Context: an optimization exercise on an open-source flow, tuned for small area. The choices shown serve that exercise and are no tape-out recipe. Where RTL was checked, it was by simulation tests only, not by an equivalence proof against the original. The RTL of run 5 was laid out without a check of its function. Power figures rest on the tool's default switching activity, not on a simulated workload. The clock port is modelled as an ideal driver; clocking choices that lean on that would not hold on a real chip.

--- design/flow/design.v ---
package dmem_pkg;
    localparam int DMEM_DEPTH = 32;
    localparam int DMEM_IDX_W = 5;
endpackage
module dmem_array
#(
    parameter int DATA_W = 32,
    parameter int DEPTH  = dmem_pkg::DMEM_DEPTH,
    parameter int IDX_W  = dmem_pkg::DMEM_IDX_W
) (
    input  logic              clk,
    input  logic              i_clr,
    input  logic              i_cap,
    input  logic              i_store,
    input  logic [IDX_W-1:0]  i_addr,
    input  logic [DATA_W-1:0] i_wdata,
    input  logic              i_show,
    output logic [DATA_W-1:0] o_rdata,
    output logic              o_zero
);
    localparam int NRING = 11;    
    logic [2:0]              r_t6;
    logic [1:0]              r_t4;
    logic                    r_post1;
    logic                    r_post2;
    logic [NRING-1:0]        r_ring;
    logic [2:0]              r_q6;
    logic [1:0]              r_q4;
    logic [DATA_W-1:0]       r_wdata;
    logic                    r_wpend;
    logic [DEPTH-1:0][DATA_W-1:0] r_row;
    logic [DEPTH-1:0][DATA_W-1:0] w_row_next;
    logic [2:0]              w_t6_next;
    logic [1:0]              w_t4_next;
    logic [3:0]              w_ring_bin;
    logic [1:0]              w_place;
    logic [2:0]              w_q6_cap;
    logic [1:0]              w_q4_cap;
    logic                    w_two;
    logic [2:0]              w_row3;
    logic [1:0]              w_row2;
    logic                    w_x;
    logic                    w_fire;
    logic                    w_enc;
    logic [NRING-1:0]        w_ring_a;
    logic [NRING-1:0]        w_ring_b;
    logic [DEPTH-1:0]        w_sel_n;
    logic [DATA_W-1:0]       w_col_d;
    logic [DATA_W-1:0]       w_col_z;
    logic                    w_show0_n;
    logic                    w_show1_n;
    logic                    w_dirty;
    assign w_t6_next = i_clr ? 3'd0 : (r_t6 == 3'd5) ? 3'd0 : r_t6 + 3'd1;
    assign w_t4_next = i_clr ? 2'd0 : r_t4 + 2'd1;
    always_ff @(posedge clk) begin
        r_t6    <= w_t6_next;
        r_t4    <= w_t4_next;
        r_post1 <= i_clr;
        r_post2 <= r_post1;
    end
    always_comb begin
        if (i_addr[1:0] != 2'd3) begin
            w_ring_bin = {1'b0, i_addr[4:2]};
            w_place    = i_addr[1:0];
        end else if (i_addr[4:2] < 3'd3) begin
            w_ring_bin = 4'd8;
            w_place    = i_addr[3:2];
        end else if (i_addr[4:2] < 3'd6) begin
            w_ring_bin = 4'd9;
            w_place    = 2'(i_addr[4:2] - 3'd3);
        end else begin
            w_ring_bin = 4'd10;
            w_place    = {1'b0, i_addr[2]};
        end
        case (w_place)
            2'd1:    w_q6_cap = (w_t6_next >= 3'd2) ? w_t6_next - 3'd2 : w_t6_next + 3'd4;
            2'd2:    w_q6_cap = (w_t6_next >= 3'd1) ? w_t6_next - 3'd1 : 3'd5;
            default: w_q6_cap = w_t6_next;
        endcase
        w_q4_cap = w_t4_next - w_place;
    end
    always_ff @(posedge clk) begin
        if (i_cap) begin
            for (int k = 0; k < NRING; k++)
                r_ring[k] <= (w_ring_bin == 4'(k));
            r_q6    <= w_q6_cap;
            r_q4    <= w_q4_cap;
            r_wdata <= i_wdata;
        end else begin
            r_q6    <= (r_q6 == 3'd5) ? 3'd0 : r_q6 + 3'd1;
            r_q4    <= r_q4 + 2'd1;
        end
    end
    assign w_two   = r_ring[NRING-1];
    assign w_row3  = {r_q6 == 3'd2 || r_q6 == 3'd5,
                      r_q6 == 3'd1 || r_q6 == 3'd4,
                      r_q6 == 3'd0 || r_q6 == 3'd3};
    assign w_row2  = {r_q4[0], ~r_q4[0]};
    assign w_x     = w_two ? r_q4[1] : (r_q6 >= 3'd3);
    assign w_fire  = r_wpend & ~i_clr & (w_two ? w_row2[1] : w_row3[2]);
    always_ff @(posedge clk) begin
        if (i_clr) begin
            r_wpend <= 1'b0;
        end else if (i_store) begin
            r_wpend <= 1'b1;
        end else if (w_fire) begin
            r_wpend <= 1'b0;
        end
    end
    assign w_enc   = w_two ? r_q4[1] : (r_q6 == 3'd5);
    assign w_col_d = r_wdata ^ {DATA_W{w_enc}};
    always_comb begin
        for (int k = 0; k < NRING; k++) begin
            w_ring_a[k] = ~(w_fire & r_ring[k]);
            w_ring_b[k] = ~w_ring_a[k] | i_clr | r_post1 |
                          ((k < NRING - 1) ? r_post2 : 1'b0);
        end
        for (int k = 0; k < NRING - 1; k++)
            for (int r = 0; r < 3; r++)
                w_sel_n[3*k+r] = ~(r_ring[k] & w_row3[r]);
        for (int r = 0; r < 2; r++)
            w_sel_n[3*(NRING-1)+r] = ~(w_two & w_row2[r]);
    end
    for (genvar k = 0; k < NRING; k++) begin : g_ring
        localparam int RA = 3 * k;
        localparam int RL = (k < NRING - 1) ? RA + 2 : RA + 1;
        for (genvar j = 0; j < DATA_W; j++) begin : g_bit
            dmem_cell_nx u_nx (
                .i_a (w_ring_a[k]),
                .i_b (w_ring_b[k]),
                .i_d (w_col_d[j]),
                .i_s (r_row[RL][j]),
                .o_y (w_row_next[RA][j])
            );
        end
        for (genvar r = RA + 1; r <= RL; r++) begin : g_move
            assign w_row_next[r] = r_row[r-1];
        end
    end
    always_ff @(posedge clk) begin
        r_row <= w_row_next;
    end
    assign w_show0_n = ~(i_show & ~w_x);
    assign w_show1_n = ~(i_show & w_x);
    for (genvar j = 0; j < DATA_W; j++) begin : g_col
        logic [DEPTH-1:0] w_col_s;
        for (genvar r = 0; r < DEPTH; r++) begin : g_s
            assign w_col_s[r] = r_row[r][j];
        end
        dmem_rd_col #(.DEPTH(DEPTH)) u_col (
            .i_sel_n   (w_sel_n),
            .i_s       (w_col_s),
            .i_show0_n (w_show0_n),
            .i_show1_n (w_show1_n),
            .o_z       (w_col_z[j]),
            .o_q       (o_rdata[j])
        );
    end
    assign w_dirty = r_post2 & ~w_two & w_row3[2];
    assign o_zero = w_dirty | (w_x ? ~(|w_col_z) : (&w_col_z));
endmodule
module dmem_cell_nx (
    input  logic i_a,
    input  logic i_b,
    input  logic i_d,
    input  logic i_s,
    output logic o_y
);
    assign o_y = ~((i_a | i_d) & (i_b | i_s));
endmodule
module dmem_rd_col
#(
    parameter int DEPTH = dmem_pkg::DMEM_DEPTH
) (
    input  logic [DEPTH-1:0] i_sel_n,
    input  logic [DEPTH-1:0] i_s,
    input  logic             i_show0_n,
    input  logic             i_show1_n,
    output logic             o_z,
    output logic             o_q
);
    logic [DEPTH/2-1:0] w_pz;
    for (genvar k = 0; k < DEPTH / 2; k++) begin : g_pair
        dmem_rd_pair u_pair (
            .i_sel_n0 (i_sel_n[2*k]),
            .i_s0     (i_s[2*k]),
            .i_sel_n1 (i_sel_n[2*k+1]),
            .i_s1     (i_s[2*k+1]),
            .o_z      (w_pz[k])
        );
    end
    assign o_z = |w_pz;
    dmem_rd_out u_out (
        .i_z       (o_z),
        .i_show0_n (i_show0_n),
        .i_show1_n (i_show1_n),
        .o_q       (o_q)
    );
endmodule
module dmem_rd_pair (
    input  logic i_sel_n0,
    input  logic i_s0,
    input  logic i_sel_n1,
    input  logic i_s1,
    output logic o_z
);
    assign o_z = ~((i_sel_n0 | i_s0) & (i_sel_n1 | i_s1));
endmodule
module dmem_rd_out (
    input  logic i_z,
    input  logic i_show0_n,
    input  logic i_show1_n,
    output logic o_q
);
    assign o_q = ~(i_z ? i_show1_n : i_show0_n);
endmodule
module data_mem_responder
#(
    parameter int DATA_W = 32,
    parameter int ADDR_W = 10,
    parameter int DEPTH  = dmem_pkg::DMEM_DEPTH
) (
    input  logic              clk,
    input  logic              reset,
    input  logic              req_valid,
    output logic              req_ready,
    input  logic              req_write,
    input  logic [ADDR_W-1:0] req_addr,
    input  logic [DATA_W-1:0] req_wdata,
    output logic              resp_valid,
    input  logic              resp_ready,
    output logic [DATA_W-1:0] resp_rdata,
    output logic              resp_err,
    output logic              resp_zero
);
    localparam int IDX_W = dmem_pkg::DMEM_IDX_W;
    logic r_wait;
    logic r_resp;
    logic r_load;
    logic r_err;
    logic r_zero;
    logic w_idle;
    logic w_accept;
    logic w_in_range;
    logic w_mem_zero;
    assign w_idle     = ~r_wait & ~r_resp;
    assign w_accept   = req_valid & w_idle;
    assign w_in_range = (req_addr[ADDR_W-1:IDX_W] == '0);
    dmem_array #(
        .DATA_W (DATA_W),
        .DEPTH  (DEPTH),
        .IDX_W  (IDX_W)
    ) u_array (
        .clk     (clk),
        .i_clr   (reset),
        .i_cap   (w_idle),
        .i_store (w_accept & req_write & w_in_range),
        .i_addr  (req_addr[IDX_W-1:0]),
        .i_wdata (req_wdata),
        .i_show  (r_resp & r_load),
        .o_rdata (resp_rdata),
        .o_zero  (w_mem_zero)
    );
    always_ff @(posedge clk) begin
        if (reset) begin
            r_wait <= 1'b0;
            r_resp <= 1'b0;
        end else begin
            r_wait <= w_accept;
            r_resp <= r_wait | (r_resp & ~resp_ready);
        end
    end
    always_ff @(posedge clk) begin
        if (w_idle) begin
            r_load <= ~req_write & w_in_range;
            r_err  <= ~w_in_range;
        end
    end
    always_ff @(posedge clk) begin
        r_zero <= ~r_load | w_mem_zero;
    end
    assign req_ready  = w_idle;
    assign resp_valid = r_resp;
    assign resp_err   = r_resp & r_err;
    assign resp_zero  = r_resp & r_zero;
endmodule
--- design/flow/flow/run.sh ---
#!/bin/bash
# Standard ORFS layout (the standard.sh, synthesis included) with these
# knobs changed:
#  - before floorplan, combinational cells are put back to drive 1
#    (flow/downsize.tcl); repair sizes up where needed;
#  - port buffers use the small sky130_fd_sc_hd__buf_1 (repair may upsize);
#  - CTS inserts no dummy loads, and clusters up to 30 sinks per
#    clkbuf_16 leaf buffer.
set -euo pipefail
export PRE_FLOORPLAN_TCL="$PWD/flow/downsize.tcl"
export BUFFER_PORTS_ARGS="-buffer_cell sky130_fd_sc_hd__buf_1"
export CTS_ARGS="-sink_clustering_enable -repair_clock_nets -dont_use_dummy_load -buf_list sky130_fd_sc_hd__clkbuf_16 -root_buf sky130_fd_sc_hd__clkbuf_16 -sink_clustering_size 30 -sink_clustering_max_diameter 120"
bash standard.sh > standard_flow.log 2>&1
--- design/flow/flow/downsize.tcl ---
# Before floorplan: put every combinational cell that synthesis sized up
# back to its drive-1 variant (same function); the later repair steps size
# up again only where slew, capacitance or timing need it.
set db [ord::get_db]
set block [ord::get_db_block]
set n 0
foreach inst [$block getInsts] {
  set name [[$inst getMaster] getName]
  if { ![regexp {^(sky130_fd_sc_hd__[a-z0-9]+)_([0-9]+)$} $name -> base drive] } {
    continue
  }
  if { $drive <= 1 } {
    continue
  }
  if { [regexp {df|dl|buf|inv|conb|tap|fill|decap} $base] } {
    continue
  }
  set m1 [$db findMaster ${base}_1]
  if { $m1 ne "NULL" && $m1 ne "" } {
    $inst swapMaster $m1
    incr n
  }
}
puts "downsize.tcl: $n instances set to drive 1"
--- design/flow/standard.sh ---
#!/bin/bash
# synth_recipe.tcl (not shown) runs the flow's synth.tcl, then flattens the netlist and writes it again
# the make line also repeats each setting of config.mk as NAME=value (left out here)
make -C /OpenROAD-flow-scripts/flow DESIGN_CONFIG=/design/flow/config.mk WORK_HOME=/design/flow/orfs CLKGATE_MAP_FILE= SYNTH_SCRIPT=/design/flow/synth_recipe.tcl "${@:-finish}"
--- design/flow/config.mk ---
export PLATFORM = sky130hd
export DESIGN_NAME = data_mem_responder
export DESIGN_NICKNAME = data_mem_responder
export VERILOG_FILES = /design/flow/design.v
export SDC_FILE = /design/flow/constraint.sdc
export NUM_CORES = 4
export LEC_CHECK = 0
export CAP_MARGIN = 20
export CORE_MARGIN = 2
export CORE_UTILIZATION = 40
export PLACE_DENSITY = 0.75
export SLEW_MARGIN = 20
export SYNTH_HIERARCHICAL = 1
--- design/flow/constraint.sdc ---
create_clock -name core_clock -period 6.0 [get_ports {clk}]
set_input_delay 1.2000 -clock core_clock [delete_from_list [all_inputs] [get_ports {clk}]]
set_output_delay 1.2000 -clock core_clock [all_outputs]
set_load 0.01 [all_outputs]
==> run_results.csv, run 1 <==
group,metric,value,unit
sta,fmax,0.179,GHz
synthesis,synth_compound_area_share,18.4,%
drt,routed_wl,101,mm
synthesis,synth-simple-area-share,5.83,%
placed_design,placedInstanceArea,32700,um2
cells_and_area,utilization,44.7,%
synthesis,ys_ff_latch,1085,
placed_design,hpwl,58.6,mm
sta,setup_viol,0,
synthesis,synth_top_area_share,68.4,%
drt,dr.pass1.iters,5,
synthesis,ys.warnings.count,8,
synthesis,ys_area,30500,um2
cts,hold_buffers,0,
cts,cts_max_level,2,
sta,tns,0,ns
synthesis,synthArstFlopShare,0,%
placed_design,port_buffers,82,
sta,setup_ws,0.402,ns
sta,finalHoldViolCount,0,
cells_and_area,n_antenna_cell,0,
synthesis,synth_top_family_by_area,"compound AO/OA/AOI/OAI gates",
sta,rsz0062_at_grt,"no",
floorplanning,num_rows,101,
floorplanning,core_area,75600,um2
worst_setup_path,critical_path.max_fanout,18,
cells_and_area,area_growth,11.1,%
worst_setup_path,r2r_start,"u_array.r_q6[1]$_DFF_P_",
cells_and_area,fin_area,33800,um2
drt,drc,0,
floorplanning,num_io_pins,83,
cts,root_buffer,"clkbuf_16",
placed_design,place_ws,1.24,ns
worst_setup_path,worstSetupStartpoint,"u_array.r_q6[1]$_DFF_P_",
synthesis,synth_adder_area_share,0.370,%
drt,wire_per_inst,28.4,um
worst_setup_path,required,4.80,ns
floorplanning,die_w,280,um
drt,drtAntennaViolNets,0,
synthesis,synth_xor_area_share,1.08,%
synthesis,netlist_instances,2385,
cts,ctsResizeCount,0,
cells_and_area,mostFrequentLayoutCells,"dfxtp_1, o22ai_1, nor4_1",
global_routing,grt_pass1_vias,22678,
cts,cts_buffers,42,
cts,cts_sinks,1085,
placed_design,gp_congestion,0.882,
cts,cts_tree,"yes",
global_routing,grt_max_degree,43,
global_routing,antenna_found_initial,0,
synthesis,avgSynthCellArea,12.7,um2
global_routing,globalRouteOverflowTotal,0,
sta,worstMarginPinSlew,1.22,ns
worst_setup_path,crit_type,"reg2out",
drt,num_vias,23386,
worst_hold_path,min_path_type,"reg2reg",
synthesis,synth_edf_count,45,
worst_hold_path,min_delay_path_depth,0,
power_and_ir_drop,ir_worst_vdd,0.196,mV
synthesis,ys.flop_type,"dfxtp_1",
sta,relSlewSlack,18.3,%
synthesis,synth_area_leaders,"dfxtp_1, o22ai_1, edfxtp_1",
sta,final-max-slew-violation-count,0,
cts,path_clk_slew,0.11,ns
sta,min_period_over_period,93.3,%
worst_setup_path,r2r_cells,12,
synthesis,synth.net_count,2441,
synthesis,muxShareOfSynthArea,1.19,%
floorplanning,die_y,280,um
cts,clk_latency,0.63,ns
run,maxCapViolations,0,
global_routing,grt_pass1_wl,145,mm
worst_setup_path,end_kind,"output port",
cts,clock_path_buffers,3,
sta,finalClockSkew,0.0580,ns
cts,post_cts_buffers,0,
drt,viasPerCell,6.58,
floorplanning,dieArea,78200,um2
synthesis,syn_area,30400,um2
sta,holdWs,0.312,ns
cells_and_area,drive_gt1_share,7.34,%
status,status,"complete, no violations",
floorplanning,start_util,40.2,%
synthesis,synth_cell_types,54,
worst_setup_path,cp-start-kind,"flip-flop",
sta,final.min_clock_period,5.60,ns
cells_and_area,nets,2633,
drt,first_iter_violations,3286,
worst_setup_path,cp_data_arrival_time,4.40,ns
synthesis,yosysSeqAreaShare,72.8,%
power_and_ir_drop,p_leak,12.5,nW
synthesis,synth_top_area_cell,"dfxtp_1",
cells_and_area,layout_commonest_cell,"dfxtp_1",
worst_hold_path,worstHoldStart,"u_array.r_row[446]$_DFF_P_",
power_and_ir_drop,power_density,402,nW/um2
worst_setup_path,reg2reg_slack,1.04,ns
global_routing,grt_usage,24.8,%
[synthesized netlist by cell type (all sizes together), types with 6 or more instances]
cell type  number
dfxtp        1040
nor4          138
nor3            8
inv            12
o22ai         865
and2            6
nand2b         10
nand4          42
nand2          59
nor2           15
mux2i          35
edfxtp         45
xnor2          34
ha              9
[Yosys stat by module (local to each module, per instance), excerpt]
module | copies in the design | flops+latches
dmem_rd_out | 32 | 0
dmem_cell_nx | 352 | 0
dmem_rd_pair | 512 | 0
data_mem_responder | 1 | 5
[through the flow]
| stage | power (W) | std cells |
|---|---|---|
| 6_report | 0.0136 | 3553 |
| 5_1_grt | 0.0139 | 3553 |
| 4_1_cts | 0.0134 | 3553 |
| 3_5_place_dp | 0.0102 | 3511 |
| 3_3_place_gp | 0.0102 | 3510 |
| 2_1_floorplan | 0.00923 | 2385 |
[worst paths after layout]
path | to
setup / recovery | resp_rdata[0]
hold / removal | u_array.r_row[478]$_DFF_P_
setup reg to reg | r_zero$_DFF_P_
hold reg to reg | u_array.r_row[478]$_DFF_P_
[registers in the layout, summed over array words and instances (netlist names), 2 cells and up]
name,cells
u_array.r_row,1024
u_array.r_wdata,32
u_array.r_ring,11
u_array.r_q6,3
u_array.r_t6,3
u_array.r_q4,2
u_array.r_t4,2
[per-layer routing]
| layer | track usage, % | share of wire [%] | vias up |
|---|---|---|---|
| li1 | - | - | 9895 |
| met1 | 34.3 | 40 | 11312 |
| met2 | 35.1 | 41 | 1829 |
| met3 | 8.53 | 15 | 350 |
| met4 | 10.6 | 4.6 | 0 |
| met5 | 0 | 0 | - |
[report_power, final]
part           switching, W  internal [W]  leakage [nW]  total (W)
sequential         0.000210       0.00759          9.00    0.00780
combinational       0.00166      0.000748          3.03    0.00241
clock               0.00210       0.00127         0.518    0.00337
[worst max-delay path, stage by stage, from the launching register on]
cell     delay, ns
dfxtp_1       0.43
and3b_1       0.28
or2_1         0.46
nand2_2       0.64
buf_4         0.35
o22ai_1       0.11
nor4_1        0.54
nand4_1       0.45
mux2i_1       0.33
buf_1         0.18
[kinds of logic (layout without fill, tap and decap cells)]
| kind of cell | count (synthesis) | after routing |
|---|---|---|
| multiplexers | 35 | 35 |
| adder cells (fa/ha/maj) | 9 | 9 |
| buffers and inverters | 22 | 212 |
| AND/OR/NAND/NOR | 307 | 307 |
| flip-flops | 1085 | 1085 |
| AO/OA/AOI/OAI | 891 | 891 |
| XOR/XNOR | 36 | 36 |
[area by class of cell]
type	instances	area, um2
Multi-Input combinational cell	1278	8400
Inverter	12	45.0
Sequential cell	1085	22200
Clock buffer	42	1050
Tap cell	978	1220
Fill cell	6784	41800
Timing Repair Buffer	158	898
==> run 2: changes to the inputs <==
--- a/design/flow/config.mk
+++ b/design/flow/config.mk
@@ -10,3 +10,3 @@
 export CORE_UTILIZATION = 40
-export PLACE_DENSITY = 0.75
+export PLACE_DENSITY = 0.8
 export SLEW_MARGIN = 20
==> run 2 against run 1 <==
Count of clock-buffer cells in the layout is the same; first-iteration DRC count increased by 6.3%; combinational power down 3%; fmax shrank 2.7%; critical path type unchanged; total power down 0.81%; still clean; critical path depth is 1 lower.
==> run_results.csv, run 2 <==
group,metric,value,unit
status,status,"complete, no violations",
cts,cts_buffers,42,
sta,rsz0062_at_grt,"no",
synthesis,netlist_instances,2385,
cts,ctsResizeCount,0,
worst_setup_path,cpPeakStageDelay,0.93,ns
drt,dr.pass1.iters,6,
synthesis,yosysSeqAreaShare,72.8,%
cts,cts_max_level,2,
power_and_ir_drop,p_int,0.00958,W
drt,num_vias,23371,
power_and_ir_drop,ir_worst_vdd,0.271,mV
worst_hold_path,min_path_type,"reg2reg",
cells_and_area,multi_input_area,8360,um2
drt,met1Wirelength,38.2,mm
cells_and_area,drive_gt1_share,6.23,%
drt,viasPerCell,6.62,
drt,drc,0,
global_routing,grt_pass1_vias,22858,
drt,drtAntennaViolNets,0,
power_and_ir_drop,seqPwrFrac,57.8,%
sta,finalHoldViolCount,0,
floorplanning,die_y,280,um
synthesis,synth_top_area_cell,"dfxtp_1",
placed_design,place_ws,1.10,ns
global_routing,grt_max_degree,42,
floorplanning,num_rows,101,
drt,first_iter_violations,3492,
drt,wire_per_inst,27.6,um
sta,finalClockSkew,0.0647,ns
sta,final-max-slew-violation-count,0,
floorplanning,num_io_pins,83,
sta,setup_viol,0,
placed_design,port_buffers,82,
drt,routed_wl,97.6,mm
synthesis,synth_area_leaders,"dfxtp_1, o22ai_1, edfxtp_1",
cells_and_area,area_growth,10.5,%
synthesis,synthArstFlopShare,0,%
floorplanning,dieArea,78200,um2
cells_and_area,fillers,6750,
worst_setup_path,critical_path.max_fanout,32,
power_and_ir_drop,swShare,28.9,%
sta,relSlewSlack,15.6,%
cells_and_area,reg.largest.list,"u_array.r_row (1024), u_array.r_wdata (32), u_array.r_ring (11)",
worst_setup_path,worst_path_max_delay_cell,"nand2_2",
drt,wl_met3,13.6,mm
cts,clk_latency,0.60,ns
drt,top_layer,"met5",
power_and_ir_drop,combPwrFrac,17.3,%
cells_and_area,largest_register,"u_array.r_row",
synthesis,synth.net_count,2441,
sta,fmax,0.174,GHz
floorplanning,start_util,40.2,%
global_routing,grt_pass1_wl,142,mm
sta,min_period_over_period,95.9,%
synthesis,syn_area,30400,um2
synthesis,synth_top_area_share,68.4,%
cts,post_cts_buffers,0,
synthesis,avgSynthCellArea,12.7,um2
sta,final.min_clock_period,5.75,ns
worst_setup_path,crit_chain,"or2_1 -> o21bai_1 -> nand2_2 -> o22ai_1 -> nor4_1 -> nand4_1 -> mux2i_1 -> buf_1",
cts,cts_sinks,1085,
run,maxCapViolations,0,
placed_design,hpwl,55.5,mm
synthesis,synth_cell_types,54,
worst_setup_path,end_kind,"output port",
synthesis,synth_commonest_cells,"dfxtp_1, o22ai_1, nor4_1",
sta,setup_ws,0.247,ns
power_and_ir_drop,switchingPower,0.00389,W
worst_setup_path,required,4.80,ns
worst_setup_path,cp_data_arrival_time,4.55,ns
cts,cts_tree,"yes",
cts,path_clk_slew,0.11,ns
synthesis,synth.most_common_cell,"dfxtp_1",
power_and_ir_drop,p_leak,12.4,nW
sta,tns,0,ns
synthesis,ys.warnings.count,8,
sta,worstMarginPinSlew,1.26,ns
cts,root_buffer,"clkbuf_16",
global_routing,globalRouteOverflowTotal,0,
floorplanning,die_w,280,um
placed_design,gp_congestion,0.868,
cells_and_area,regArea,22200,um2
cells_and_area,mostFrequentLayoutCells,"dfxtp_1, o22ai_1, nor4_1",
synthesis,synth_edf_count,45,
synthesis,ys.flop_type,"dfxtp_1",
synthesis,ys_area,30500,um2
floorplanning,core_area,75600,um2
cells_and_area,nets,2610,
cts,clock_path_buffers,3,
power_and_ir_drop,p_clk_share,24.8,%
global_routing,grt_usage,24.0,%
drt,met2_length,40.0,mm
global_routing,antenna_found_initial,0,
power_and_ir_drop,power_density,401,nW/um2
cells_and_area,largest_register_ffs,1024,
worst_setup_path,crit_type,"reg2out",
synthesis,ys_ff_latch,1085,
cts,hold_buffers,0,
worst_setup_path,cp-start-kind,"flip-flop",
cells_and_area,layout_commonest_cell,"dfxtp_1",
## run 2: cell counts after synthesis
Identical to the previous run, type by type.
## run 2: worst paths after layout
check	from	endpoint	slack (ns)	depth (start not counted)
hold reg to reg	u_array.r_row[30]$_DFF_P_	u_array.r_row[62]$_DFF_P_	0.27	0
setup / recovery	u_array.r_q6[1]$_DFF_P_	resp_rdata[15]	0.25	8
setup reg to reg	u_array.r_q6[0]$_DFF_P_	r_zero$_DFF_P_	0.83	12
hold / removal	u_array.r_row[30]$_DFF_P_	u_array.r_row[62]$_DFF_P_	0.27	0
## run 2: Yosys stat by module (local to each module, per instance), a selection
module	times used	flops+latches	cell area [um2]	cells
dmem_rd_out	32	0	10.0	1
dmem_rd_pair	512	0	6.26	1
dmem_cell_nx	352	0	6.26	1
data_mem_responder	1	5	211	19
## run 2: area by class of cell
cell class              count  area share (%)
flip-flops and latches   1085            66.0
multi-input cells        1278            24.9
well taps                 978            3.64
clock buffers              42            3.13
repair buffers            135            2.20
inverters                  12           0.134
diodes                      1         0.00745
## run 2: kinds of logic after synthesis
group	count (synthesis)	synth area share, %
adder cells (fa/ha/maj)	9	0.370
XOR/XNOR	36	1.08
buffers and inverters	22	0.316
AND/OR/NAND/NOR	307	5.83
multiplexers	35	1.19
AO/OA/AOI/OAI	891	18.4
flip-flops	1085	72.8
## run 2: critical path: cells and delay by family (launching register included)
kind / cells / cell delay, ns
muxes: 1 / 0.53
and+or+nand+nor: 4 / 1.52
DFF: 1 / 0.36
AOI/OAI and AO/OA: 2 / 1.34
buffers and inverters: 1 / 0.21
## run 2: stage by stage
step	instances	util, %	hold slack (ns)	power (W)	cell area (um2)
after floorplan	2385	-	0.331	0.00923	30400
after global placement	3486	42.9	0.332	0.0101	32400
after detailed placement	3487	43.0	0.335	0.0101	32500
after CTS	3529	44.4	0.271	0.0133	33500
after global routing	3530	44.4	0.270	0.0138	33600
final	3531	44.4	0.269	0.0135	33600
## run 2: power groups by stage
stage	registers, W	clock network (W)	logic [W]
6_report	0.00779	0.00335	0.00233
5_1_grt	0.00783	0.00357	0.00242
4_1_cts	0.00778	0.00334	0.00222
3_5_place_dp	0.00794	0	0.00221
3_3_place_gp	0.00793	0	0.00219
2_1_floorplan	0.00787	0	0.00136
## run 2: layer usage
metal / up-vias / GRT usage, %
met4: 3 / 11.5
met5: - / 1.31
met1: 11119 / 32.7
met2: 1958 / 34.4
li1: 9843 / -
met3: 448 / 7.51
==> run 3: changes to the inputs <==
==> design/flow/flow/run.sh (replaced) <==
#!/bin/bash
# Standard ORFS layout (the standard.sh, synthesis included) with these
# knobs changed:
#  - before floorplan, combinational cells are put back to drive 1
#    (flow/downsize.tcl); repair sizes up where needed;
#  - port buffers use the small sky130_fd_sc_hd__buf_1 (repair may upsize);
#  - CTS inserts no dummy loads, and clusters up to 32 sinks per
#    clkbuf_16 leaf buffer.
set -euo pipefail
export PRE_FLOORPLAN_TCL="$PWD/flow/downsize.tcl"
export BUFFER_PORTS_ARGS="-buffer_cell sky130_fd_sc_hd__buf_1"
export CTS_ARGS="-sink_clustering_enable -repair_clock_nets -dont_use_dummy_load -buf_list sky130_fd_sc_hd__clkbuf_16 -root_buf sky130_fd_sc_hd__clkbuf_16 -sink_clustering_size 32 -sink_clustering_max_diameter 120"
bash standard.sh > standard_flow.log 2>&1
--- a/design/flow/config.mk
+++ b/design/flow/config.mk
@@ -10,3 +10,3 @@
 export CORE_UTILIZATION = 40
-export PLACE_DENSITY = 0.8
+export PLACE_DENSITY = 0.75
 export SLEW_MARGIN = 20
==> run 3 against run 2 <==
Still clean; largest cell class unchanged; sequential share of layout area decreased by 0.23 points; sequential cell count unchanged; count of clock-buffer cells in the layout decreased by 3; worst hold slack improved by 0.071 ns; global-route usage increased by 0.71 points; register-to-register slack improved by 0.26 ns; non-clock buffer count increased by 23.
==> run_results.csv, run 3 <==
group,metric,value,unit
status,status,"complete, no violations",
synthesis,ys.warnings.count,8,
drt,drtAntennaViolNets,0,
power_and_ir_drop,seqPwrFrac,57.9,%
cts,path_clk_slew,0.12,ns
worst_setup_path,r2r_cells,12,
sta,worstMarginPinSlew,1.29,ns
synthesis,synthArstFlopShare,0,%
synthesis,netlist_instances,2385,
sta,min_period_over_period,92.8,%
power_and_ir_drop,ir_worst_vdd,0.202,mV
synthesis,avgSynthCellArea,12.7,um2
drt,dr.pass1.iters,8,
cells_and_area,utilization,44.6,%
sta,setup_ws,0.433,ns
worst_setup_path,end_kind,"output port",
sta,holdWs,0.340,ns
sta,rsz0062_at_grt,"no",
synthesis,ys_ff_latch,1085,
global_routing,grt_pass1_wl,145,mm
worst_hold_path,min_delay_path_depth,0,
cells_and_area,largest_register,"u_array.r_row",
cells_and_area,fillers,6784,
global_routing,grt_max_degree,43,
drt,first_iter_violations,3580,
placed_design,gp_congestion,0.882,
cts,cts_sinks,1085,
synthesis,synth.net_count,2441,
drt,viasPerCell,6.59,
floorplanning,num_rows,101,
floorplanning,num_io_pins,83,
synthesis,synth_area_leaders,"dfxtp_1, o22ai_1, edfxtp_1",
worst_setup_path,r2r_start,"u_array.r_q6[0]$_DFF_P_",
sta,tns,0,ns
sta,relSlewSlack,13.7,%
cells_and_area,drive_gt1_share,7.15,%
power_and_ir_drop,p_int,0.00952,W
cts,post_cts_buffers,0,
cells_and_area,reg.largest.list,"u_array.r_row (1024), u_array.r_wdata (32), u_array.r_ring (11)",
synthesis,synth_cell_types,54,
global_routing,grt_usage,24.7,%
worst_setup_path,worstSetupStartpoint,"u_array.r_q6[0]$_DFF_P_",
global_routing,globalRouteOverflowTotal,0,
cts,cts_buffers,39,
power_and_ir_drop,swShare,29.3,%
placed_design,place_ws,1.24,ns
synthesis,synth_edf_count,45,
cts,root_buffer,"clkbuf_16",
cts,clock_path_buffers,3,
power_and_ir_drop,combPwrFrac,17.9,%
drt,drc,0,
sta,finalHoldViolCount,0,
global_routing,use_met2,35.2,%
cells_and_area,mostFrequentLayoutCells,"dfxtp_1, o22ai_1, nor4_1",
synthesis,synth_top_area_share,68.4,%
drt,wire_per_inst,28.4,um
cts,cts_max_level,2,
cts,hold_buffers,0,
placed_design,port_buffers,82,
worst_hold_path,worstHoldStart,"u_array.r_row[307]$_DFF_P_",
global_routing,met3_usage,7.47,%
cells_and_area,area_growth,10.9,%
cells_and_area,layout_commonest_cell,"dfxtp_1",
global_routing,antenna_found_initial,0,
synthesis,synth.most_common_cell,"dfxtp_1",
sta,finalClockSkew,0.0246,ns
floorplanning,start_util,40.2,%
synthesis,ys.flop_type,"dfxtp_1",
run,maxCapViolations,0,
worst_setup_path,cp_data_arrival_time,4.37,ns
sta,final-max-slew-violation-count,0,
floorplanning,die_y,280,um
sta,setup_viol,0,
cts,ctsResizeCount,0,
synthesis,synth_commonest_cells,"dfxtp_1, o22ai_1, nor4_1",
cells_and_area,largest_register_ffs,1024,
drt,routed_wl,101,mm
power_and_ir_drop,p_clk_share,24.2,%
sta,final.min_clock_period,5.57,ns
drt,num_vias,23382,
worst_setup_path,cp-start-kind,"flip-flop",
floorplanning,die_w,280,um
cts,clk_latency,0.62,ns
worst_setup_path,critical_path.max_fanout,18,
floorplanning,core_area,75600,um2
synthesis,synth_top_area_cell,"dfxtp_1",
cells_and_area,nets,2630,
global_routing,grt_pass1_vias,22567,
synthesis,ys_area,30500,um2
floorplanning,dieArea,78200,um2
power_and_ir_drop,power_density,400,nW/um2
placed_design,hpwl,58.6,mm
worst_setup_path,required,4.80,ns
synthesis,syn_area,30400,um2
worst_setup_path,crit_type,"reg2out",
worst_hold_path,min_path_type,"reg2reg",
synthesis,yosysSeqAreaShare,72.8,%
sta,fmax,0.180,GHz
global_routing,busiest_layer,"met2",
power_and_ir_drop,switchingPower,0.00395,W
global_routing,use_met1,34.8,%
cells_and_area,n_antenna_cell,0,
power_and_ir_drop,p_leak,12.5,nW
cts,cts_tree,"yes",
==> run 3: cell counts after synthesis <==
Identical to the previous run, type by type.
==> run 3: layout make-up <==
type | instances | area (um2) | share of cell area, %
inverter | 12 | 45.0 | 0.134
multi-input combinational | 1278 | 8390 | 24.9
tap | 978 | 1220 | 3.63
sequential | 1085 | 22200 | 65.8
clock buffer | 39 | 976 | 2.90
timing repair buffer | 158 | 898 | 2.67
==> run 3: stage by stage <==
| step | cell area, um2 | cells | total power [W] |
|---|---|---|---|
| after floorplan | 30400 | 2385 | 0.00923 |
| after global placement | 32600 | 3510 | 0.0102 |
| after detailed placement | 32700 | 3511 | 0.0102 |
| after CTS | 33600 | 3550 | 0.0133 |
| after global routing | 33700 | 3550 | 0.0138 |
| final | 33700 | 3550 | 0.0135 |
==> run 3: worst max-delay path: stages (launching register included) <==
cell      delay [ns]
dfxtp_1         0.40
and2_1          0.19
ha_1            0.21
o21bai_1        0.16
buf_4           0.20
nand2_2         0.62
buf_4           0.34
o22ai_1         0.10
nor4_1          0.55
nand4_1         0.45
mux2i_1         0.34
buf_1           0.18
==> run 3: final timing paths <==
check	end	slack, ns
worst min-delay path	u_array.r_row[339]$_DFF_P_	0.34
worst max-delay path	resp_rdata[0]	0.43
worst min register to register	u_array.r_row[339]$_DFF_P_	0.34
worst max register to register	r_zero$_DFF_P_	1.09
==> run 3: cells by family after synthesis <==
kind of cell | count (synthesis) | synth area share, %
flip-flops | 1085 | 72.8
adder cells (fa/ha/maj) | 9 | 0.370
XOR/XNOR | 36 | 1.08
buffers and inverters | 22 | 0.316
multiplexers | 35 | 1.19
AO/OA/AOI/OAI | 891 | 18.4
AND/OR/NAND/NOR | 307 | 5.83
==> run 3: power by group through the flow <==
stage	logic [W]	registers, W	clock network (W)
detailed placement	0.00227	0.00794	0
finish	0.00241	0.00780	0.00326
global route	0.00248	0.00783	0.00348
global placement	0.00224	0.00794	0
floorplan	0.00136	0.00787	0
CTS	0.00228	0.00779	0.00325
==> run 3: layer usage <==
layer | vias to the layer above | part of all wire [%]
li1 | 9889 | -
met1 | 11367 | 40
met2 | 1793 | 41
met3 | 333 | 14
met4 | 0 | 4.5
met5 | - | 0
==> run 3: per-module statistics from Yosys, one instance, submodules excluded, a selection <==
module	cells	cell area, um2	flops+latches
data_mem_responder	19	211	5
dmem_cell_nx	1	6.26	0
dmem_rd_out	1	10.0	0
dmem_rd_pair	1	6.26	0
==> run 4: changes to the inputs <==
--- a/design/flow/config.mk
+++ b/design/flow/config.mk
@@ -10,3 +10,3 @@
 export CORE_UTILIZATION = 40
-export PLACE_DENSITY = 0.75
+export PLACE_DENSITY = 0.8
 export SLEW_MARGIN = 20
==> run 4 against run 3 <==
Still clean; via count increased by 0.30%; sequential power about the same; die area unchanged; worst hold slack got worse by 0.0068 ns; setup slack got worse by 0.22 ns; utilization decreased by 0.24 points; routed wire length decreased by 3.0%; area after synthesis unchanged; synthesized cell count unchanged; sequential cell count unchanged; final area decreased by 0.54%; clock power about the same; critical path type unchanged; largest power group unchanged; highest routed layer is now met5.
==> run_results.csv, run 4 <==
group,metric,value,unit
synthesis,synth_top_family_by_area,"compound AO/OA/AOI/OAI gates",
cells_and_area,largest_register_ffs,1024,
cts,hold_buffers,0,
synthesis,synth_cell_types,54,
cts,cts_buffers,39,
floorplanning,die_y,280,um
synthesis,synth.most_common_cell,"dfxtp_1",
cells_and_area,finalNonFillerCells,3528,
placed_design,dp.cells,3487,
cells_and_area,largest_register,"u_array.r_row",
worst_setup_path,cp-start-kind,"flip-flop",
placed_design,port_buffers,82,
synthesis,synth_top_area_share,68.4,%
synthesis,synth.net_count,2441,
cells_and_area,area_growth,10.3,%
cells_and_area,mostFrequentLayoutCells,"dfxtp_1, o22ai_1, nor4_1",
cells_and_area,fin_area,33500,um2
sta,min_period_over_period,96.5,%
cts,cts_sinks,1085,
power_and_ir_drop,p_clk_share,24.3,%
power_and_ir_drop,seqPwrFrac,58.2,%
drt,viasPerCell,6.65,
synthesis,synth_top_area_cell,"dfxtp_1",
synthesis,synthArstFlopShare,0,%
drt,drc,0,
synthesis,muxShareOfSynthArea,1.19,%
drt,routed_wl,97.6,mm
cts,cts_max_level,2,
sta,relSlewSlack,15.6,%
floorplanning,dieArea,78200,um2
worst_hold_path,min_path_type,"reg2reg",
drt,num_vias,23451,
power_and_ir_drop,ir_worst_vdd,0.252,mV
status,status,"complete, no violations",
sta,fmax,0.173,GHz
drt,drtAntennaViolNets,0,
cts,root_buffer,"clkbuf_16",
floorplanning,num_rows,101,
synthesis,ys.warnings.count,8,
sta,setup_ws,0.212,ns
synthesis,syn_area,30400,um2
cells_and_area,drive_gt1_share,6.16,%
synthesis,netlist_instances,2385,
global_routing,antenna_found_initial,2,
worst_setup_path,critical_path.max_fanout,32,
sta,rsz0062_at_grt,"no",
sta,final.min_clock_period,5.79,ns
sta,holdWs,0.333,ns
worst_setup_path,cp_data_arrival_time,4.59,ns
worst_setup_path,end_kind,"output port",
power_and_ir_drop,switchingPower,0.00388,W
run,maxCapViolations,0,
cts,ctsResizeCount,0,
synthesis,synth_commonest_cells,"dfxtp_1, o22ai_1, nor4_1",
synthesis,ys.flop_type,"dfxtp_1",
cts,post_cts_buffers,0,
synthesis,ys_area,30500,um2
drt,wire_per_inst,27.7,um
floorplanning,start_util,40.2,%
synthesis,avgSynthCellArea,12.7,um2
power_and_ir_drop,p_int,0.00950,W
global_routing,grt_pass1_vias,22747,
global_routing,globalRouteOverflowTotal,0,
global_routing,grt_usage,24.0,%
global_routing,grt_max_degree,42,
power_and_ir_drop,power_density,399,nW/um2
synthesis,synth_adder_area_share,0.370,%
placed_design,place_ws,1.10,ns
floorplanning,die_w,280,um
cells_and_area,layout_commonest_cell,"dfxtp_1",
synthesis,yosysSeqAreaShare,72.8,%
power_and_ir_drop,p_leak,12.4,nW
cts,clk_latency,0.63,ns
power_and_ir_drop,swShare,29.0,%
sta,finalClockSkew,0.0421,ns
synthesis,synth_compound_area_share,18.4,%
synthesis,synth_area_leaders,"dfxtp_1, o22ai_1, edfxtp_1",
sta,final-max-slew-violation-count,0,
worst_setup_path,required,4.80,ns
synthesis,synth-simple-area-share,5.83,%
power_and_ir_drop,combPwrFrac,17.5,%
placed_design,hpwl,55.5,mm
sta,tns,0,ns
cts,path_clk_slew,0.12,ns
cells_and_area,reg.largest.list,"u_array.r_row (1024), u_array.r_wdata (32), u_array.r_ring (11)",
synthesis,ys_ff_latch,1085,
sta,finalHoldViolCount,0,
drt,first_iter_violations,3371,
sta,worstMarginPinSlew,1.27,ns
floorplanning,num_io_pins,83,
drt,dr.pass1.iters,8,
sta,setup_viol,0,
floorplanning,core_area,75600,um2
worst_setup_path,crit_type,"reg2out",
synthesis,synth_xor_area_share,1.08,%
cells_and_area,nets,2607,
cts,clock_path_buffers,3,
synthesis,synth_edf_count,45,
placed_design,gp_congestion,0.868,
global_routing,grt_pass1_wl,142,mm
placed_design,placedInstanceArea,32500,um2
cts,cts_tree,"yes",
## run 4: cell types whose count changed in the layout (fill, tap and decap cells not counted)
cell     delta
buf_4      -24
xnor2_1     +3
xnor2_2     -3
o41ai_1     +1
nand2_2     -1
o41ai_2     -1
diode_2     +1
nand2_4     +1
buf_12      +1
## run 4: power groups by stage
stage	clock network (W)	registers [W]	logic (W)
after floorplan	0	0.00787	0.00136
after global placement	0	0.00793	0.00219
after detailed placement	0	0.00794	0.00221
after CTS	0.00323	0.00778	0.00222
after global routing	0.00347	0.00783	0.00242
final	0.00324	0.00779	0.00234
## run 4: per-layer routing
metal  share of wire (%)  track usage, %  up-vias
met3                  14            6.85      428
li1                    -               -     9846
met5               0.084               0        -
met2                  41            34.7     1916
met1                  39            33.1    11257
met4                 5.4            11.2        4
## run 4: final cells by class
cell class | count | area (um2)
tap | 978 | 1220
clock buffer | 39 | 976
antenna | 1 | 2.50
sequential | 1085 | 22200
timing repair buffer | 135 | 738
multi-input combinational | 1278 | 8360
fill | 6781 | 42000
inverter | 12 | 45.0
## run 4: Yosys stat by module, one instance, submodules excluded, excerpt
module | cells | cell area (um2) | flops+latches | times used
dmem_rd_out | 1 | 10.0 | 0 | 32
dmem_cell_nx | 1 | 6.26 | 0 | 352
data_mem_responder | 19 | 211 | 5 | 1
dmem_rd_pair | 1 | 6.26 | 0 | 512
## run 4: cell families after synthesis
logic type               after synthesis
flip-flops                          1085
AO/OA/AOI/OAI                        891
AND/OR/NAND/NOR                      307
XOR/XNOR                              36
multiplexers                          35
buffers and inverters                 22
adder cells (fa/ha/maj)                9
## run 4: path summary, 6_finish.rpt
kind | cells past startpoint | slack [ns] | endpoint | from
hold / removal | 0 | 0.33 | u_array.r_row[340]$_DFF_P_ | u_array.r_row[308]$_DFF_P_
setup / recovery | 8 | 0.21 | resp_rdata[15] | u_array.r_q6[1]$_DFF_P_
hold reg to reg | 0 | 0.33 | u_array.r_row[340]$_DFF_P_ | u_array.r_row[308]$_DFF_P_
setup reg to reg | 12 | 0.77 | r_zero$_DFF_P_ | u_array.r_q6[0]$_DFF_P_
## run 4: metrics by stage
step	power (W)	utilization [%]
finish	0.0134	44.4
global route	0.0137	44.4
CTS	0.0132	44.3
detailed placement	0.0101	43.0
global placement	0.0101	42.9
floorplan	0.00923	-
## run 4: worst max-delay path, cell delays in order, from the launching register on
cell and delay (ns):
dfxtp_1 0.37, or2_1 0.26, o21bai_1 0.89, nand2_2 0.94, o22ai_1 0.44, nor4_1 0.11
nand4_1 0.21, mux2i_1 0.54, buf_1 0.21
==> run 5: changes to the inputs <==
--- a/design/flow/design.v
+++ b/design/flow/design.v
@@ -25,3 +25,4 @@
     logic                    r_post2;
-    logic [NRING-1:0]        r_ring;
+    logic [3:0]              r_ringb;
+    logic [NRING-1:0]        w_ring;
     logic [2:0]              r_q6;
@@ -83,4 +84,3 @@
         if (i_cap) begin
-            for (int k = 0; k < NRING; k++)
-                r_ring[k] <= (w_ring_bin == 4'(k));
+            r_ringb <= w_ring_bin;
             r_q6    <= w_q6_cap;
@@ -93,3 +93,7 @@
     end
-    assign w_two   = r_ring[NRING-1];
+    always_comb begin
+        for (int k = 0; k < NRING; k++)
+            w_ring[k] = (r_ringb == 4'(k));
+    end
+    assign w_two   = w_ring[NRING-1];
     assign w_row3  = {r_q6 == 3'd2 || r_q6 == 3'd5,
@@ -113,3 +117,3 @@
         for (int k = 0; k < NRING; k++) begin
-            w_ring_a[k] = ~(w_fire & r_ring[k]);
+            w_ring_a[k] = ~(w_fire & w_ring[k]);
             w_ring_b[k] = ~w_ring_a[k] | i_clr | r_post1 |
@@ -119,3 +123,3 @@
             for (int r = 0; r < 3; r++)
-                w_sel_n[3*k+r] = ~(r_ring[k] & w_row3[r]);
+                w_sel_n[3*k+r] = ~(w_ring[k] & w_row3[r]);
         for (int r = 0; r < 2; r++)
==> run 5 against run 4 <==
Still clean; routed wire length increased by 1.1%; global-route usage up 0.30 points; clock skew increased by 0.031 ns; critical endpoint is now resp_rdata[31]; highest routed layer is now met4.
==> run_results.csv, run 5 <==
group,metric,value,unit
status,status,"complete, no violations",
synthesis,synth_xor_area_share,1.09,%
placed_design,gp_congestion,0.893,
run,maxCapViolations,0,
power_and_ir_drop,power,0.0127,W
worst_setup_path,crit_type,"reg2out",
synthesis,synth_compound_area_share,18.8,%
worst_setup_path,required,4.80,ns
drt,first_iter_violations,3639,
cts,root_buffer,"clkbuf_16",
cts,cts_max_level,2,
cells_and_area,reg.largest.list,"u_array.r_row (1024), u_array.r_wdata (32), u_array.r_ringb (4)",
cells_and_area,mostFrequentLayoutCells,"dfxtp_1, o22ai_1, nor4_1",
cts,cts_sinks,1078,
drt,drtAntennaViolNets,0,
placed_design,place_ws,1.17,ns
cells_and_area,finalNonFillerCells,3527,
cells_and_area,nets,2614,
cells_and_area,largest_register,"u_array.r_row",
sta,fmax,0.179,GHz
global_routing,globalRouteOverflowTotal,0,
worst_setup_path,reg2reg_to,"r_zero$_DFF_P_",
global_routing,antenna_found_initial,1,
sta,worstMarginPinSlew,1.28,ns
worst_setup_path,cp-start-kind,"flip-flop",
synthesis,synth_top_area_share,68.8,%
sta,final-max-slew-violation-count,0,
synthesis,syn_area,30200,um2
cells_and_area,utilization,44.9,%
global_routing,grt_max_degree,50,
global_routing,grt_pass1_wl,143,mm
sta,finalHoldViolCount,0,
synthesis,synth_adder_area_share,0.331,%
cells_and_area,regArea,22000,um2
placed_design,hpwl,57.7,mm
worst_setup_path,path_delay_family,"simple AND/OR/NAND/NOR gates",
power_and_ir_drop,ir_worst_vdd,0.239,mV
cells_and_area,layout_commonest_cell,"dfxtp_1",
synthesis,synth_top_family_by_area,"compound AO/OA/AOI/OAI gates",
global_routing,grt_pass1_vias,22746,
worst_setup_path,cpPeakStageDelay,0.78,ns
worst_setup_path,path_depth,9,
cells_and_area,largest_register_ffs,1024,
worst_setup_path,crit_chain,"nand2b_1 -> nor3_1 -> nand2_2 -> buf_4 -> o22ai_1 -> nor4_1 -> nand4_1 -> mux2i_1 -> buf_1",
cts,hold_buffers,0,
drt,wire_per_inst,28.0,um
floorplanning,num_io_pins,83,
drt,num_vias,23451,
floorplanning,start_util,40.5,%
cts,cts_buffers,39,
synthesis,synth_area_leaders,"dfxtp_1, o22ai_1, edfxtp_1",
sta,setup_ws,0.409,ns
synthesis,ys.warnings.count,8,
synthesis,synth_cell_types,52,
sta,min_period_over_period,93.2,%
worst_setup_path,end_kind,"output port",
floorplanning,die_w,279,um
sta,rsz0062_at_grt,"no",
floorplanning,core_area,74700,um2
worst_setup_path,r2r_cells,13,
worst_hold_path,min_delay_path_depth,0,
sta,final.min_clock_period,5.59,ns
synthesis,synth_edf_count,38,
worst_setup_path,cp_data_arrival_time,4.39,ns
cts,ctsResizeCount,0,
synthesis,synth.net_count,2438,
cts,post_cts_buffers,0,
cts,clock_path_buffers,3,
synthesis,netlist_instances,2383,
placed_design,port_buffers,82,
synthesis,ys_area,30300,um2
floorplanning,die_y,279,um
drt,routed_wl,98.7,mm
synthesis,synth.most_common_cell,"dfxtp_1",
floorplanning,dieArea,77800,um2
synthesis,synth-simple-area-share,5.57,%
cells_and_area,drive_gt1_share,6.65,%
power_and_ir_drop,p_leak,12.4,nW
synthesis,synth_commonest_cells,"dfxtp_1, o22ai_1, nor4_1",
drt,drc,0,
synthesis,synthArstFlopShare,0,%
cts,path_clk_slew,0.12,ns
sta,relSlewSlack,14.1,%
worst_hold_path,worstHoldStart,"u_array.r_row[412]$_DFF_P_",
cells_and_area,area_growth,10.9,%
synthesis,avgSynthCellArea,12.7,um2
worst_setup_path,critical_path.max_fanout,22,
synthesis,muxShareOfSynthArea,1.20,%
sta,finalClockSkew,0.0731,ns
worst_setup_path,path_buf_inv,2,
worst_hold_path,min_to,"u_array.r_row[444]$_DFF_P_",
cells_and_area,multi_input_area,8450,um2
cells_and_area,fillers,6509,
floorplanning,num_rows,100,
synthesis,yosysSeqAreaShare,72.5,%
drt,viasPerCell,6.65,
global_routing,grt_usage,24.3,%
cts,cts_tree,"yes",
worst_setup_path,reg2reg_slack,0.93,ns
sta,tns,0,ns
worst_setup_path,r2r_start,"u_array.r_q6[0]$_DFF_P_",
cts,clk_latency,0.64,ns
worst_hold_path,min_path_type,"reg2reg",
synthesis,ys.flop_type,"dfxtp_1",
placed_design,dp.cells,3485,
synthesis,synth_top_area_cell,"dfxtp_1",
sta,setup_viol,0,
drt,dr.pass1.iters,7,
synthesis,ys_ff_latch,1078,
power_and_ir_drop,power_density,378,nW/um2
worst_setup_path,worst_path_max_delay_cell,"nand2_2",
[run 5: area by class of cell]
type                            count  share of cell area [%]
Tap cell                          969                    3.62
Sequential cell                  1078                    65.5
Clock buffer                       39                    2.91
Antenna cell                        1                 0.00746
Timing Repair Buffer              147                    2.54
Multi-Input combinational cell   1273                    25.2
Inverter                           20                   0.224
[run 5: kinds of logic (layout without fill, tap and decap cells)]
logic type	after synthesis	in the layout
adder cells (fa/ha/maj)	8	8
AO/OA/AOI/OAI	905	905
buffers and inverters	32	206
XOR/XNOR	36	36
flip-flops	1078	1078
AND/OR/NAND/NOR	289	289
multiplexers	35	35
other	0	1
[run 5: worst max-delay path by stage]
stage,start,end
4_1_cts,u_array.r_ringb[2]$_SDFFCE_PN0P_,resp_rdata[31]
2_1_floorplan,reset,u_array.r_row[384]$_DFF_P_
3_3_place_gp,u_array.r_ringb[0]$_DFFE_PP_,resp_rdata[31]
3_5_place_dp,u_array.r_ringb[3]$_SDFFCE_PP0P_,resp_rdata[15]
5_1_grt,u_array.r_ringb[2]$_SDFFCE_PN0P_,resp_rdata[31]
6_report,u_array.r_ringb[2]$_SDFFCE_PN0P_,resp_rdata[31]
[run 5: routing by layer]
metal / share of wire, % / track usage [%] / up-vias
met5: 0 / 0 / -
li1: - / - / 9848
met2: 42 / 35.9 / 2008
met1: 38 / 32.3 / 11172
met3: 14 / 6.73 / 423
met4: 5.8 / 13.1 / 0
[run 5: power by group]
| group | total, W | internal (W) | switching, W | leakage [nW] |
|---|---|---|---|---|
| clock | 0.00323 | 0.00119 | 0.00204 | 0.481 |
| sequential | 0.00772 | 0.00753 | 0.000194 | 8.92 |
| combinational | 0.00170 | 0.000513 | 0.00119 | 3.02 |
| total | 0.0127 | 0.00923 | 0.00343 | 12.4 |
[run 5: worst register-to-register path: stages, from the launching register on]
cell	delay, ns
dfxtp_1	0.39
and2_1	0.19
ha_1	0.21
or2_1	0.46
nand2_2	0.57
buf_12	0.30
o22ai_1	0.12
nor4_1	0.50
nand4_1	0.27
nor4_1	0.93
nand4_1	0.36
or3_1	0.44
nand3_1	0.17
nand2b_1	0.12
[run 5: stage by stage]
step	instance area [um2]	hold WS, ns
floorplan	30200	0.331
global placement	32400	0.332
detailed placement	32500	0.335
CTS	33500	0.307
global route	33500	0.318
finish	33500	0.303
[run 5: Yosys stat by module (local to each module, per instance), excerpt]
module | area [um2] | flip-flops and latches | cells | copies in the design
data_mem_responder | 211 | 5 | 19 | 1
dmem_rd_out | 10.0 | 0 | 1 | 32
dmem_cell_nx | 6.26 | 0 | 1 | 352
dmem_rd_pair | 6.26 | 0 | 1 | 512

port drivers added, routing unchanged:
How much do the figures lean on ideal ports? The routed layouts below were timed once more, with nothing changed but the port constraints.
Step 1 assumes that a clkbuf_16 drives the clock port and a buf_2 every other input.
Step 2 times the ports against the registers' clock, not the clock port: input delays grow and output delays shrink by t, the midpoint of the rising clock arrivals with the driver on.
Three values: no drivers, after step 1, after step 2; two values: the first two.
run	t (ns)	slack for setup (ns)	hold slack, ns
run 1	0.662	0.402 / 0.339 / 1.002	0.312 / 0.312 / 0.312
run 2	0.645	0.247 / 0.183 / 0.828	0.269 / 0.269 / 0.269
run 3	0.669	0.433 / 0.371 / 1.040	0.340 / 0.340 / 0.340
run 4	0.668	0.212 / 0.150 / 0.766	0.333 / 0.333 / 0.333
run 5	0.662	0.409 / 0.345 / 0.932	0.303 / 0.303 / 0.303
After both steps setup and hold are still met in every run listed.
